Background: an optimization exercise with open tools, aiming at small area. Do not read the settings as production practice. Only simulation tests tie the RTL to the original design; equivalence was not proved. The clock port is modelled as an ideal driver; clocking choices that lean on that would not hold on a real chip. No activity file was given, so power comes from the tool's default toggle rates.

## main
==> flow/design.v (excerpt) <==
module tsp_coord_loader #(
  parameter int         NCITY   = tsp_pkg::NCITY,
  parameter int         COORD_W = tsp_pkg::COORD_W,
  parameter logic [7:0] HDR     = tsp_pkg::HDR,
  parameter int         TIMEOUT = tsp_pkg::TIMEOUT,
  localparam int        IDX_W   = $clog2(NCITY)
) (
  input  logic               clk,
  input  logic               rst,
  input  logic [7:0]         in_data,
  input  logic               in_valid,
  output logic               in_ready,
  output logic [NCITY*COORD_W-1:0] xs,   
  output logic [NCITY*COORD_W-1:0] ys,   
  output logic [IDX_W:0]     n_cities,
  output logic               coord_valid,
  output logic               solver_rst,
  output logic               err
);
Size in the first run: ~1100 flip-flops, roughly 1000 I/O pins, about 33000 µm² of cells after synthesis.
==> flow/config.mk <==
export PLATFORM = sky130hd
export DESIGN_NAME = tsp_coord_loader
export DESIGN_NICKNAME = tsp_coord_loader
export VERILOG_FILES = /design/flow/design.v
export SDC_FILE = /design/flow/constraint.sdc
export NUM_CORES = 4
export LEC_CHECK = 0
export CAP_MARGIN = 20
export CORE_ASPECT_RATIO = 0.25
export CORE_MARGIN = 2
export CORE_UTILIZATION = 72
export SLEW_MARGIN = 20
==> flow/constraint.sdc <==
create_clock -name core_clock -period 5.0 [get_ports {clk}]
set_input_delay 1.0000 -clock core_clock [delete_from_list [all_inputs] [get_ports {clk}]]
set_output_delay 1.0000 -clock core_clock [all_outputs]
set_load 0.01 [all_outputs]
standard.sh (not shown) runs the stock make flow with config.mk's settings and CLKGATE_MAP_FILE= SYNTH_SCRIPT=/design/flow/synth_recipe.tcl, a recipe that flattens the netlist after the stock synthesis.
==> flow/flow/run.sh <==
#!/bin/bash
# Standard ORFS layout with these changes: the port buffers that global
# placement inserts are the smallest plain buffer; CTS builds its tree from
# clkbuf_8 (root clkbuf_16) in clusters of up to 20 sinks without dummy
# balancing loads; after CTS, leaf buffers whose sinks would see a slow
# clock edge are upsized (flow/post_cts.tcl).
set -euo pipefail
export BUFFER_PORTS_ARGS="-buffer_cell sky130_fd_sc_hd__buf_1"
export CTS_ARGS="-sink_clustering_enable -repair_clock_nets -dont_use_dummy_load -buf_list sky130_fd_sc_hd__clkbuf_8 -root_buf sky130_fd_sc_hd__clkbuf_16 -sink_clustering_size 20 -sink_clustering_max_diameter 30"
export POST_CTS_TCL="$PWD/flow/post_cts.tcl"
bash standard.sh > standard.log 2>&1
==> flow/flow/post_cts.tcl <==
# Upsize each leaf clock buffer whose sinks would see a slow clock edge
# (placement-estimated slew above 95 ps) to clkbuf_16, then legalize.
estimate_parasitics -placement
set upsized 0
foreach inst [get_cells clkbuf_leaf_*] {
  set out [get_pins -of_objects $inst -filter "direction==output"]
  set worst 0
  foreach p [get_pins -of_objects [get_nets -of_objects $out] -filter "direction==input"] {
    foreach e {rise fall} {
      set s [get_property $p slew_max_$e]
      if {$s > $worst} { set worst $s }
    }
  }
  if {$worst > 0.095} {
    puts "post_cts: [get_full_name $inst] worst sink slew $worst, upsized"
    replace_cell $inst sky130_fd_sc_hd__clkbuf_16
    incr upsized
  }
}
puts "post_cts: upsized $upsized leaf clock buffers"
if {$upsized > 0} {
  detailed_placement
  check_placement -verbose
  estimate_parasitics -placement
}
For the feature branch, these inputs were changed with respect to main:
==> flow/flow/run.sh <==
#!/bin/bash
# Standard ORFS layout with these changes: the port buffers that global
# placement inserts are the smallest plain buffer; CTS builds its tree from
# clkbuf_8 in clusters of up to 18 sinks without dummy
# balancing loads; after CTS, leaf buffers whose sinks would see a slow
# clock edge are upsized (flow/post_cts.tcl).
set -euo pipefail
export BUFFER_PORTS_ARGS="-buffer_cell sky130_fd_sc_hd__buf_1"
export CTS_ARGS="-sink_clustering_enable -repair_clock_nets -dont_use_dummy_load -buf_list sky130_fd_sc_hd__clkbuf_8 -sink_clustering_size 18 -sink_clustering_max_diameter 50"
export POST_CTS_TCL="$PWD/flow/post_cts.tcl"
bash standard.sh > standard.log 2>&1
diff --git a/flow/flow/post_cts.tcl b/flow/flow/post_cts.tcl
--- a/flow/flow/post_cts.tcl
+++ b/flow/flow/post_cts.tcl
@@ -1,3 +1,3 @@
 # Upsize each leaf clock buffer whose sinks would see a slow clock edge
-# (placement-estimated slew above 95 ps) to clkbuf_16, then legalize.
+# (placement-estimated slew above 106 ps) to clkbuf_16, then legalize.
 estimate_parasitics -placement
@@ -13,3 +13,3 @@
   }
-  if {$worst > 0.095} {
+  if {$worst > 0.106} {
     puts "post_cts: [get_full_name $inst] worst sink slew $worst, upsized"
[summary]
[the feature branch] sequential share of layout area rose 0.49 points relative to main. Between the feature branch and main, the share of power burned in the clock network is lower for the feature branch. The run with more setup slack is main; the feature branch has less.

-- separate check: timing with driven ports --
No port has a modelled driver above. Below, the same layouts with a new extraction and two added sets of constraints. Step 1 (the two cells are an assumption about what drives the block):
set clk [get_ports {clk}]
set_driving_cell -lib_cell sky130_fd_sc_hd__clkbuf_16 $clk
set_driving_cell -lib_cell sky130_fd_sc_hd__buf_2 [delete_from_list [all_inputs] $clk]
Step 2 moves the port delays by t, midway between the first and last clock arrival at a register: inputs arrive t later, outputs are due t later. That takes back most of the time a late clock gives input paths. Three values: ideal, step 1, step 2; two values: the first two.
run | t (ns) | slack for setup (ns) | worst setup path after step 2 | worst register clock-pin slew, ns | pins driven straight from the clock port
main | 0.715 | 1.666 / 1.666 / 1.289 | input to register | 0.10 / 0.10 | 1
the feature branch | 0.735 | 1.649 / 1.649 / 1.293 | input to register | 0.12 / 0.12 | 1
After both steps every run listed still meets setup and hold. For main, which loses most, drivers alone change the setup slack by 0.000 ns; drivers and shift together by -0.377 ns.
